This design comes from an exercise in tuning for small area, a short achievable clock period and few clock cycles on the open sky130 flow, not from production work.
RTL that was checked went through simulation tests only; none was proved equivalent to the original.

==> build 44: inputs <==
// conv3x3_mac
module conv3x3_mac #(
   parameter bit RELU = 1'b0
) (
   input  logic         i_clk,
   input  logic         i_rstn,
   input  logic [9:0]   i_num_ci,
   input  logic         i_valid,
   output logic         o_ready,
   input  logic [143:0] i_window,
   input  logic [143:0] i_weight,
   input  logic [15:0]  i_bias,
   output logic         o_valid,
   input  logic         i_ready,
   output logic [15:0]  o_data
);
Settings: LEC_CHECK=0, ABC_AREA=1, CAP_MARGIN=20, CORE_MARGIN=2, CORE_UTILIZATION=40, CTS_CLUSTER_DIAMETER=60, CTS_CLUSTER_SIZE=30, SETUP_SLACK_MARGIN=4.95, SLEW_MARGIN=20, SYNTH_HIERARCHICAL=1, SYNTH_MINIMUM_KEEP_SIZE=0; clock period 8.0 ns.
standard.sh (not shown) runs the stock make flow with config.mk's settings and CLKGATE_MAP_FILE= SYNTH_SCRIPT=/design/flow/synth_recipe.tcl, a recipe that flattens the netlist after the stock synthesis.
==> flow/flow/run.sh <==
#!/bin/bash
# The standard layout (the standard.sh, standard synthesis unchanged), except:
# - the buffers every input and output port gets are plain buf_1 cells instead of the
#   delay-buffer cell buffer_ports picks by default (repair_timing still resizes them);
# - clock tree synthesis adds no dummy balancing loads.
set -euo pipefail
export BUFFER_PORTS_ARGS="-buffer_cell sky130_fd_sc_hd__buf_1"
export CTS_ARGS="-sink_clustering_enable -repair_clock_nets -sink_clustering_size 30 -sink_clustering_max_diameter 60 -dont_use_dummy_load"
bash standard.sh finish > standard.log 2>&1
==> build 81: changes against build 44 <==
--- a/flow/config.mk
+++ b/flow/config.mk
@@ -12,5 +12,6 @@
 export CTS_CLUSTER_DIAMETER = 60
 export CTS_CLUSTER_SIZE = 30
-export SETUP_SLACK_MARGIN = 4.95
+export PLACE_DENSITY = 0.5
+export SETUP_SLACK_MARGIN = 4.85
 export SLEW_MARGIN = 20
 export SYNTH_HIERARCHICAL = 1
==> comparison <==
In build 81 the via count is lower than in build 44, by 2.2%. Build 44 finished clean. Build 81 completed with no timing, DRC or antenna violations. In build 81 the non-clock buffer count is lower than in build 44, by 11. Area after synthesis is the same in build 44 and build 81. Against build 81, the hold slack of build 44 is lower by 0.0012 ns. Setup slack: build 44 is better than build 81 (0.026 ns). In final cell count, build 81 and build 44 hardly differ. Against build 44, the core utilization of build 81 is higher by 0.070 points. Against build 44, the fmax of build 81 is lower by about 0.8%.
==> figures <==
Final setup margin: build 44 4.85 ns; build 81 4.83 ns
Dpl ws: build 44 3.93 ns; build 81 3.95 ns
Routability Congestion: build 44 1.02; build 81 1.01
Number of search-and-repair iterations in the first detailed-routing pass: build 44 8; build 81 6
Worst r2r src: build 44 b1r[58]$_DFF_P_; build 81 xr[82]$_DFF_P_
Crit share post-route: build 44 39.3%; build 81 39.6%
Clock transition at path regs: build 44 0.09 ns; build 81 0.08 ns
Post-Layout Cell Count: build 44 10097; build 81 10090
Met2 wire length: build 44 143000 um; build 81 149000 um
Nonclk inv count: build 44 487; build 81 488
TritonCTS Buffers: build 44 92; build 81 97
First-pass GRT wire length: build 44 452000 um; build 81 459000 um
HPWL Detailed: build 44 246000 um; build 81 257000 um
Max FO, Critical Path: build 44 17; build 81 16
Number of buffers other than clock buffers in the final layout: build 44 494; build 81 483
Result of the run: build 44 no timing/DRC/antenna violations; build 81 no timing/DRC/antenna violations
Testbench counts of build 44, summed over its fixed seeds: cycles 45,039.
Testbench counts of build 81, summed over its fixed seeds: cycles 45,039.

========
==> 09-20 <==
conv3x3_mac, a different RTL version from the one above (not shown whole).
clock: 8.0 ns
lec_check: 0
abc_area: 1
cap_margin: 20
core_margin: 2
core_utilization: 65
place_density: 0.72
setup_slack_margin: 4.6
slew_margin: 20
synth_hierarchical: 1
synth_minimum_keep_size: 0
run.sh (not shown) runs the stock make flow with config.mk's settings and CLKGATE_MAP_FILE= SYNTH_SCRIPT=/design/flow/synth_recipe.tcl, a recipe that flattens the netlist after the stock synthesis.
Stock flow here: none of the scripts above is used.
==> inputs of 04-28, as changes to 09-20 <==
--- a/flow/design.v
+++ b/flow/design.v
@@ -12,16 +12,26 @@
    input  logic b,
    input  logic c,
    output logic s,
    output logic co
 );
    assign s  = a ^ b ^ c;
    assign co = (a & b) | (a & c) | (b & c);
 endmodule
+module booth_sel (
+   input  logic x1,
+   input  logic x0,
+   input  logic one,
+   input  logic two,
+   input  logic neg,
+   output logic p
+);
+   assign p = neg ^ ((one & x1) | (two & x0));
+endmodule
 module conv3x3_mac #(
    parameter bit RELU = 1'b0
 ) (
    input  logic         i_clk,
    input  logic         i_rstn,
    input  logic [9:0]   i_num_ci,
    input  logic         i_valid,
    output logic         o_ready,
@@ -34,28 +44,34 @@
 );
    logic       rdy_r, first_r, accept, last;
    logic [9:0] cnt;
    logic [2:0] pend;
    logic       rd, qwr;
    assign o_ready = rdy_r;
    assign accept  = i_valid & rdy_r;
    assign last    = first_r ? (i_num_ci[9:1] == 9'd0) : (cnt == 10'd1);
+   logic [2:0] pend_inc, pend_acc;
+   logic       rdy_if_rd, rdy_if_nrd;
+   assign pend_inc   = pend + {2'b0, accept & last};
+   assign pend_acc   = pend + {2'b0, accept};
+   assign rdy_if_rd  = pend_acc <= 3'd4;
+   assign rdy_if_nrd = pend_acc < 3'd4;
    always_ff @(posedge i_clk) begin
       if (!i_rstn) begin
          first_r <= 1'b1;
          pend    <= 3'd0;
          rdy_r   <= 1'b1;
       end else begin
          if (accept) begin
             first_r <= last;
             cnt     <= (first_r ? i_num_ci : cnt) - 10'd1;
          end
-         pend  <= pend + {2'b0, accept & last} - {2'b0, rd};
-         rdy_r <= (pend + {2'b0, accept} - {2'b0, rd}) < 3'd4;
+         pend  <= rd ? pend_inc - 3'd1 : pend_inc;
+         rdy_r <= rd ? rdy_if_rd : rdy_if_nrd;
       end
    end
    logic [143:0] xr;
    logic [71:0] b1r, b2r, bnr, b1d, b2d, bnd;
    always_comb begin
       for (int k = 0; k < 9; k++) begin
          for (int j = 0; j < 8; j++) begin
             logic w2, w1, w0;
@@ -7989,28 +8005,30 @@
    logic [15:0] res;
    assign sum = acc_s + acc_c;
    always_comb begin
       if (&sum[44:23] || ~|sum[44:23]) res = sum[23:8];
       else res = sum[44] ? 16'h8000 : 16'h7FFF;
       if (RELU && res[15]) res = 16'h0000;
    end
    assign qwr = res_r;
-   logic [15:0] q [4];
-   logic [2:0]  qn;
+   logic [15:0] q [4], q_rd [4], q_nrd [4];
+   logic [2:0]  qn, qn_w;
    assign rd = o_valid & i_ready;
    assign o_data = q[0];
    always_ff @(posedge i_clk) begin
       if (!i_rstn) begin
          qn      <= 3'd0;
          o_valid <= 1'b0;
       end else begin
-         qn      <= qn + {2'b0, qwr} - {2'b0, rd};
-         o_valid <= (qn + {2'b0, qwr} - {2'b0, rd}) != 3'd0;
+         qn      <= rd ? qn_w - 3'd1 : qn_w;
+         o_valid <= rd ? (qn_w != 3'd1) : (qn_w != 3'd0);
       end
+      for (int i = 0; i < 4; i++) q[i] <= rd ? q_rd[i] : q_nrd[i];
+   end
+   assign qn_w = qn + {2'b0, qwr};
+   always_comb begin
       for (int i = 0; i < 4; i++) begin
-         if (rd) begin
-            if (qwr && qn == 3'(i + 1)) q[i] <= res;
-            else if (i + 1 < 4) q[i] <= q[(i + 1) % 4];
-         end else if (qwr && qn == 3'(i)) q[i] <= res;
+         q_nrd[i] = (qwr && qn == 3'(i)) ? res : q[i];
+         q_rd[i]  = (qwr && qn == 3'(i + 1)) ? res : q[(i + 1) % 4];
       end
    end
 endmodule
==> flow/flow/run.sh (new file) <==
#!/bin/bash
# The standard layout (the standard.sh, standard synthesis unchanged), except that the
# buffers every input and output port gets are plain buf_1 cells instead of the delay-buffer
# cell buffer_ports picks by default; repair_timing still resizes them where timing needs it.
set -euo pipefail
export BUFFER_PORTS_ARGS="-buffer_cell sky130_fd_sc_hd__buf_1"
bash standard.sh finish > standard.log 2>&1
==> flow/standard.sh (new file) <==
#!/bin/bash
# synth_recipe.tcl (not shown) runs the flow's synth.tcl, then flattens the netlist and writes it again
# the make line also repeats each setting of config.mk as NAME=value (left out here)
make -C /OpenROAD-flow-scripts/flow DESIGN_CONFIG=/design/flow/config.mk WORK_HOME=/design/flow/orfs CLKGATE_MAP_FILE= SYNTH_SCRIPT=/design/flow/synth_recipe.tcl "${@:-finish}"
- CORE_UTILIZATION: 65 -> 40
- CTS_CLUSTER_DIAMETER: default -> 60
- CTS_CLUSTER_SIZE: default -> 30
- PLACE_DENSITY: 0.72 -> default
removed: flow/run.sh
==> inputs of 04-13, as changes to 09-20 <==
- CORE_UTILIZATION: 65 -> 40
- PLACE_DENSITY: 0.72 -> default
==> qor summary <==
Crit path to: 09-20 p0_28_6; 04-28 p0_6_8; 04-13 p0_2_1
Total length of routed wires: 09-20 322000 um; 04-28 326000 um; 04-13 320000 um
Area after DPL: 09-20 83400 sq um; 04-28 82700 sq um; 04-13 84700 sq um
Final critical delay including setup and external delays: 09-20 3.53 ns; 04-28 3.49 ns; 04-13 3.49 ns
Count of multi-input gates: 09-20 5210; 04-28 5278; 04-13 5211
Share of the final layout cell area in sequential cells: 09-20 0.258; 04-28 0.258; 04-13 0.255
Yosys top cell area share: 09-20 0.333; 04-28 0.332; 04-13 0.333
Normalized max-slew margin: 09-20 0.213; 04-28 0.195; 04-13 0.212
Met1 layer usage reported by global route: 09-20 0.610; 04-28 0.403; 04-13 0.386
Status: 09-20 no timing/DRC/antenna violations; 04-28 no timing/DRC/antenna violations; 04-13 no timing/DRC/antenna violations
Length of the first detailed-routing pass in iterations: 09-20 10; 04-28 9; 04-13 5
Final instance count without filler cells: 09-20 9252; 04-28 10.3k; 04-13 10.2k
DP HPWL: 09-20 246000 um; 04-28 258000 um; 04-13 251000 um
Wire length of the first global-routing pass: 09-20 446000 um; 04-28 456000 um; 04-13 444000 um
Fraction of area in multi-input gates: 09-20 0.596; 04-28 0.609; 04-13 0.588
Hold endpoint: 09-20 p0_19_19; 04-28 f_p[1]; 04-13 f_p[1]
Detailed-routed wire length on met2: 09-20 134000 um; 04-28 144000 um; 04-13 142000 um
Testbench counts of 09-20, summed over its fixed seeds: cycles 45,039.
Testbench counts of 04-13, summed over its fixed seeds: cycles 45,039.
Function not checked in 04-28: the RTL went through the layout flow alone.

========
==> 02-15: inputs <==
conv3x3_mac, a different RTL version from the one above (not shown whole).
## conv3x3_mac
module conv3x3_mac #(
   parameter bit RELU = 1'b0
) (
   input  logic         i_clk,
   input  logic         i_rstn,
   input  logic [9:0]   i_num_ci,
   input  logic         i_valid,
   output logic         o_ready,
   input  logic [143:0] i_window,
   input  logic [143:0] i_weight,
   input  logic [15:0]  i_bias,
   output logic         o_valid,
   input  logic         i_ready,
   output logic [15:0]  o_data
);
   logic       rdy_r, first_r, accept, last;
   logic [9:0] cnt;
   logic [2:0] pend;
   logic       rd, qwr;
   assign o_ready = rdy_r;
   assign accept  = i_valid & rdy_r;
   assign last    = first_r ? (i_num_ci[9:1] == 9'd0) : (cnt == 10'd1);
   logic [2:0] pend_inc, pend_acc;
   logic       rdy_if_rd, rdy_if_nrd;
   assign pend_inc   = pend + {2'b0, accept & last};
   assign pend_acc   = pend + {2'b0, accept};
   assign rdy_if_rd  = pend_acc <= 3'd4;
   assign rdy_if_nrd = pend_acc < 3'd4;
   always_ff @(posedge i_clk) begin
      if (!i_rstn) begin
         first_r <= 1'b1;
         pend    <= 3'd0;
         rdy_r   <= 1'b1;
  ...
Settings: LEC_CHECK=0, ABC_AREA=1, CAP_MARGIN=20, CORE_MARGIN=2, CORE_UTILIZATION=40, SETUP_SLACK_MARGIN=4.85, SLEW_MARGIN=20, SYNTH_HIERARCHICAL=1, SYNTH_MINIMUM_KEEP_SIZE=0; clock period 8.0 ns.
standard.sh (not shown) runs the stock make flow with config.mk's settings and CLKGATE_MAP_FILE= SYNTH_SCRIPT=/design/flow/synth_recipe.tcl, a recipe that flattens the netlist after the stock synthesis.
==> flow/flow/run.sh <==
#!/bin/bash
# The standard layout (the standard.sh, standard synthesis unchanged), except that the
# buffers every input and output port gets are plain buf_1 cells instead of the delay-buffer
# cell buffer_ports picks by default; repair_timing still resizes them where timing needs it.
set -euo pipefail
export BUFFER_PORTS_ARGS="-buffer_cell sky130_fd_sc_hd__buf_1"
bash standard.sh finish > standard.log 2>&1
==> inputs of 03-26, as changes to 02-15 <==
--- a/flow/design.v
+++ b/flow/design.v
@@ -82,28 +82,28 @@
             b2d[8*k+j] = (w2 & ~w1 & ~w0) | (~w2 & w1 & w0);
             bnd[8*k+j] = w2;
          end
       end
    end
    logic [15:0]  br;
-   logic [3:0] v_p, f_p, l_p;
+   logic [2:0] v_p, f_p, l_p;
    logic f_t, v_t, l_t;
+   assign xr = i_window;
+   assign b1r = b1d;
+   assign b2r = b2d;
+   assign bnr = bnd;
+   assign br = first_r ? i_bias : 16'd0;
    always_ff @(posedge i_clk) begin
-      xr <= i_window;
-      b1r <= b1d;
-      b2r <= b2d;
-      bnr <= bnd;
-      br <= first_r ? i_bias : 16'd0;
-      f_p <= {f_p[2:0], first_r};
-      l_p <= {l_p[2:0], last};
+      f_p <= {f_p[1:0], first_r};
+      l_p <= {l_p[1:0], last};
       if (!i_rstn) v_p <= '0;
-      else v_p <= {v_p[2:0], accept};
+      else v_p <= {v_p[1:0], accept};
    end
-   assign v_t = v_p[2];
-   assign f_t = f_p[2];
-   assign l_t = l_p[2];
+   assign v_t = v_p[1];
+   assign f_t = f_p[1];
+   assign l_t = l_p[1];
    logic [44:0] acc_s, acc_c, acc_s_d, acc_c_d;
    logic pp1;
    logic pp2;
    logic pp3;
    logic pp4;
    logic pp5;
- CTS_CLUSTER_DIAMETER: not set -> 60
- CTS_CLUSTER_SIZE: not set -> 30
- SETUP_SLACK_MARGIN: 4.85 -> 4.75
==> summary.txt <==
	02-15	03-26
Count of nets after finishing	9,575	9,264
Fraction of layout instances using a drive strength above 1	13.14%	26.35%
Result of the run	no timing/DRC/antenna violations	no timing/DRC/antenna violations
Non-Filler Instances	10,770	10,120
Detail Route met3 WL	31,090 um	25,890 um
Clock Network Area Fraction	5.311%	4.104%
Sequential cell count	1,260	881
M1 WL	127,700 um	131,300 um
Antenna violations before repair	30	15
Share of cell area taken by muxes after synthesis	0.9220%	0.06660%
Vert. Die Dim	460.8 um	437.4 um
Routed length on met2	140,400 um	145,000 um
Overall die width	460.8 um	437.4 um
Combined area of the multi-input logic cells	54,530 um^2	58,340 um^2
Multi-input gates	5,276	5,361
Aggregate routed wire length	325,700 um	326,000 um
Register cell area after layout	26,600 um^2	18,890 um^2
Area growth, synth to finish	13.51%	21.89%
Final non-filler cell area	94,730 um^2	91,590 um^2
Seq area share	28.08%	20.63%
H-tree lvl count	4	3
No run of this note included a check of the RTL's function; only the layout flow was run.

========
==> build 10: inputs <==
Another version of the RTL of conv3x3_mac (not shown whole).
## conv3x3_mac
module conv3x3_mac #(
   parameter bit RELU = 1'b0
) (
   input  logic         i_clk,
   input  logic         i_rstn,
   input  logic [9:0]   i_num_ci,
   input  logic         i_valid,
   output logic         o_ready,
   input  logic [143:0] i_window,
   input  logic [143:0] i_weight,
   input  logic [15:0]  i_bias,
   output logic         o_valid,
   input  logic         i_ready,
   output logic [15:0]  o_data
);
clock: 8.0 ns
lec_check: 0
abc_area: 1
cap_margin: 20
core_margin: 2
core_utilization: 40
cts_cluster_diameter: 60
cts_cluster_size: 30
place_density: 0.5
setup_slack_margin: 4.95
slew_margin: 20
synth_hierarchical: 1
synth_minimum_keep_size: 0
==> flow/flow/run.sh <==
#!/bin/bash
# The standard layout (the standard.sh, standard synthesis unchanged), except:
# - the buffers every input and output port gets are plain buf_1 cells instead of the
#   delay-buffer cell buffer_ports picks by default (repair_timing still resizes them);
# - clock tree synthesis adds no dummy balancing loads.
set -euo pipefail
export BUFFER_PORTS_ARGS="-buffer_cell sky130_fd_sc_hd__buf_1"
export CTS_ARGS="-sink_clustering_enable -repair_clock_nets -sink_clustering_size 30 -sink_clustering_max_diameter 60 -dont_use_dummy_load"
bash standard.sh finish > standard.log 2>&1
==> inputs of build 40, as changes to build 10 <==
Settings changed: CORE_UTILIZATION 40 to 50, PLACE_DENSITY 0.5 to 0.6.
==> metrics.md <==
| Metric | Value |
|---|---|
| Status | complete, no violations |
| Num CTS Buffers | 101 |
| Final instance area | 87,100 µm² |
| Vias per cell | 5.74 |
| Worst relative slew slack | 33.7% |
| Met2 wire length | 147,000 µm |
| HPWL after detailed placement | 253,000 µm |
| Tap cells | 2,640 |
| Crit path required time | 8690 ps |
| Start of the worst register-to-register path | p0_23_0 |
(the above is from build 10)
==> metrics.md <==
| Metric | Value |
|---|---|
| Status | complete, no violations |
| Fraction of layout cells with a size suffix above 1 | 15.1% |
| Worst relative slew slack | 30.5% |
| Start of the worst register-to-register path | xr[32] |
| CP startpoint kind | flip-flop |
| Met2 wire length | 138,000 µm |
| Starting Density | 50.4% |
| DP Worst Slack | 4080 ps |
| Tap cells | 2,072 |
| HPWL after detailed placement | 240,000 µm |
| Final instance area | 86,400 µm² |
| Num CTS Buffers | 93 |
(the above is from build 40)
Testbench counts of build 10, summed over its fixed seeds: cycles 45,039.
Testbench counts of build 40, summed over its fixed seeds: cycles 45,039.

-- static timing again, ports no longer ideal --
Ports are ideal in the flow. The routed layouts listed here were re-timed in OpenROAD.
Step 1 sets driving cells, clkbuf_16 on the clock port and buf_2 on the other inputs (assumed; they add their load-dependent delay and slew).
Step 2 adds t to the input delays and takes it off the output delays; t is the mean of the earliest and latest rising clock arrival at the registers after step 1. Input paths then give back, and output paths get back, about the clock's delay inside the block.
a / b / c = ideal ports / drivers / drivers and shift; a / b = the first two.
| run | t, ns | setup slack, ns | hold WS [ns] | worst setup path after step 2 | worst register clock-pin slew, ns |
|---|---|---|---|---|---|
| build 44 | 0.824 | 4.854 / 4.854 / 4.430 | 0.325 / 0.325 / 0.325 | input to register | 0.10 / 0.10 |
| build 81 | 0.842 | 4.828 / 4.828 / 4.196 | 0.326 / 0.326 / 0.326 | input to register | 0.09 / 0.09 |
| 09-20 | 0.839 | 4.473 / 4.473 / 3.844 | 0.325 / 0.325 / 0.325 | input to register | 0.08 / 0.08 |
| 04-28 | 0.841 | 4.508 / 4.508 / 4.061 | 0.328 / 0.328 / 0.328 | input to register | 0.10 / 0.10 |
| 04-13 | 0.863 | 4.513 / 4.513 / 3.896 | 0.307 / 0.307 / 0.307 | input to register | 0.07 / 0.07 |
| 02-15 | 0.890 | 4.738 / 4.738 / 4.250 | 0.325 / 0.325 / 0.325 | input to register | 0.07 / 0.07 |
| 03-26 | 0.838 | 4.657 / 4.698 / 3.889 | 0.327 / 0.327 / 0.327 | input to register | 0.10 / 0.10 |
| build 10 | 0.840 | 4.866 / 4.866 / 4.277 | 0.286 / 0.286 / 0.286 | input to register | 0.11 / 0.11 |
| build 40 | 0.797 | 4.866 / 4.866 / 4.538 | 0.302 / 0.302 / 0.302 | input to register | 0.10 / 0.10 |
After both steps setup and hold are still met in every run listed. The setup slack of 03-26, which loses most, moves by +0.041 ns with the drivers and by -0.768 ns with both steps.
